What follows belongs to an exercise in optimizing a design on an open flow for small area, a short achievable clock period and few clock cycles per item; a production flow would make more cautious choices. Function was checked by simulation only, so behaviour that the tests miss may differ from the original. Power figures rest on the tool's default switching activity, not on a simulated workload.

v6:
Design bounded_deque_with_positional_ops, start of the top module:
module bounded_deque_with_positional_ops
(
   input  wire logic    clock,
   input  wire logic    reset,
   input  wire logic    start,
   output logic         busy,
   input  wire logic [39:0] req_data,
   output logic         rsp_strobe,
   output logic [43:0] rsp_data
);
clock: 6.0 ns
lec_check: 0
cap_margin: 20
core_margin: 2
core_utilization: 45
place_density: 0.65
setup_slack_margin: 3.3
slew_margin: 20
tns_end_percent: 10
run.sh (not shown) runs the stock make flow with config.mk's settings and CLKGATE_MAP_FILE= SYNTH_SCRIPT=/design/flow/synth_recipe.tcl, a recipe that flattens the netlist after the stock synthesis.
Testbench counts of v6, summed over its fixed seeds: cycles 8,712, items 8,000.
Here is what was changed in the inputs of v7 compared with v6.
--- a/flow/design.v
+++ b/flow/design.v
@@ -66,23 +66,22 @@
    logic                del_ok_ff;
    logic                min_ok_ff;
    bdq_pkg::status_type status_ff;
    logic [IDX_W-1:0]    pos_ff;
    logic [IDX_W-1:0]    slot_ff;
    logic                wrap_ff;
    logic                pend_ff;
    logic [IDX_W-1:0]    gm1_ff;
    logic [CNT_W-1:0]    count_ff;
    logic                scan_ff;
    logic [CNT_W-1:0]    rd_left_ff;
-   logic [IDX_W-1:0]    rd_slot_ff;
    logic                accept;
    logic                fire;
    logic                miss;
    logic                scan_last;
    logic [CNT_W-1:0]    count_in;
    logic [CNT_W-1:0]    count_nx;
    logic [IDX_W-1:0]    gm1_nx;
    assign fire      = pend_ff;
    assign miss      = min_ok_ff && !min_hit;
    assign scan_last = scan_ff && (rd_left_ff == '0);
    assign busy      = miss || (scan_ff && !scan_last);
@@ -209,22 +208,23 @@
          val_ff    <= req_in[36:5];
          ins_ok_ff <= accept && !reset && ins_ok;
          del_ok_ff <= accept && !reset && del_ok;
          min_ok_ff <= accept && !reset && min_ok;
          status_ff <= op_status;
          pos_ff    <= pos_dec;
          slot_ff   <= slot_sum[IDX_W-1:0];
          wrap_ff   <= slot_sum[IDX_W];
       end else if (cmd.scan_read) begin
          val_ff    <= rd_word;
          pos_ff    <= miss ? '0 : pos_ff + IDX_W'(1);
+         slot_ff   <= slot_ff + IDX_W'(1);    
          ins_ok_ff <= 1'b0;
          del_ok_ff <= 1'b0;
          min_ok_ff <= 1'b0;
       end
    end
    always_ff @(posedge clock) begin
       if (reset) begin
          pend_ff <= 1'b0;
          count_ff <= '0;
          gm1_ff   <= '1;
          tsum_ff  <= (IDX_W+1)'(DEPTH - 1);
@@ -236,40 +236,38 @@
          tsum_ff  <= tsum_nx;
          if (miss) begin
             scan_ff <= 1'b1;
          end else if (scan_last) begin
             scan_ff <= 1'b0;
          end
       end
    end
    always_ff @(posedge clock) begin
       if (miss) begin
          rd_left_ff <= count_ff - CNT_W'(1);
-         rd_slot_ff <= slot_ff + IDX_W'(1);
       end else if (scan_ff && !scan_last) begin
          rd_left_ff <= rd_left_ff - CNT_W'(1);
-         rd_slot_ff <= rd_slot_ff + IDX_W'(1);
       end
    end
    assign cmd.do_ins     = ins_ok_ff;
    assign cmd.do_del     = del_ok_ff;
    assign cmd.do_min     = min_ok_ff && min_hit;
    assign cmd.scan_start = miss;
    assign cmd.scan_read  = miss || (scan_ff && !scan_last);
    assign cmd.scan_cmp   = scan_ff;
    assign cmd.scan_done  = scan_last;
    assign cmd.strobe     = (fire && !miss) || scan_last;
    assign cmd.pos        = pos_ff;
    assign cmd.slot       = slot_ff;
    assign cmd.wrap       = wrap_ff;
-   assign cmd.rd_slot    = scan_ff ? rd_slot_ff : slot_ff;
+   assign cmd.rd_slot    = slot_ff;
    assign cmd.status     = status_ff;
    assign req_value = val_ff;
    assign gm1       = gm1_ff;
    assign count     = count_ff;
 endmodule
 `default_nettype wire
 `default_nettype none
 import bdq_pkg::*;
 module bdq_datapath
 (
    input  wire logic        clock,
==> comparison <==
Taking v6 as the reference point, the area taken by multi-input logic gates of v7 falls by 3.4%. Side by side, post-synthesis compound-gate area fraction turned out lower in v7 than in v6. v6 reports its cell type of the slowest stage on the worst timing path as sky130_fd_sc_hd__edfxtp_1 while v7 reports sky130_fd_sc_hd__or4b_4. Global-route wire length before repair shrinks by a little under 10% when moving from v6 to v7. Re data required time of the worst path: v6 was higher than v7. In terms of power density normalized to cell area, v6 and v7 differ only marginally. Post-route fraction of the period consumed by the critical path: v7 > v6. Relative to v6, number of flip-flops and latches has decreased by about 0.6% in v7. | worst-skew pair later-pin latency | v6 vs v7 | ≈ equal |. The net count of the mapped netlist in v7 sits 204 above the value recorded for v6. Looking only at total power, and setting everything else aside, the lower value of v6 and v7 goes to v7. Relative to v6, the die boundary width measured on v7 has decreased slightly. On portion of total power attributed to combinational logic, the higher figure sits with v6, not v7.
Testbench counts of v7, summed over its fixed seeds: cycles 8,712, items 8,000.

-- afterwards: timing with drivers on the ports --
The flow's constraints put no driver on any port. The routed layouts listed below were extracted and timed again, unchanged, in two steps.
Step 1 assumes that a clkbuf_16 drives the clock port and a buf_2 every other input.
Step 2 also shifts input and output timing later by t, the mid clock arrival at the registers, as if the neighbouring blocks saw the same clock.
a / b / c = ideal ports / drivers / drivers and shift; a / b = the first two.
| run | t, ns | slack for setup (ns) | hold WS [ns] | worst slew at a driven data input, ns |
|---|---|---|---|---|
| v6 | 0.721 | 2.874 / 2.874 / 2.604 | 0.374 / 0.374 / 0.374 | 0.09 |
| v7 | 0.695 | 2.799 / 2.784 / 2.301 | 0.344 / 0.344 / 0.344 | 0.10 |
After both steps setup and hold are still met in every run listed. For v7, which loses most, drivers alone change the setup slack by -0.015 ns; drivers and shift together by -0.498 ns.
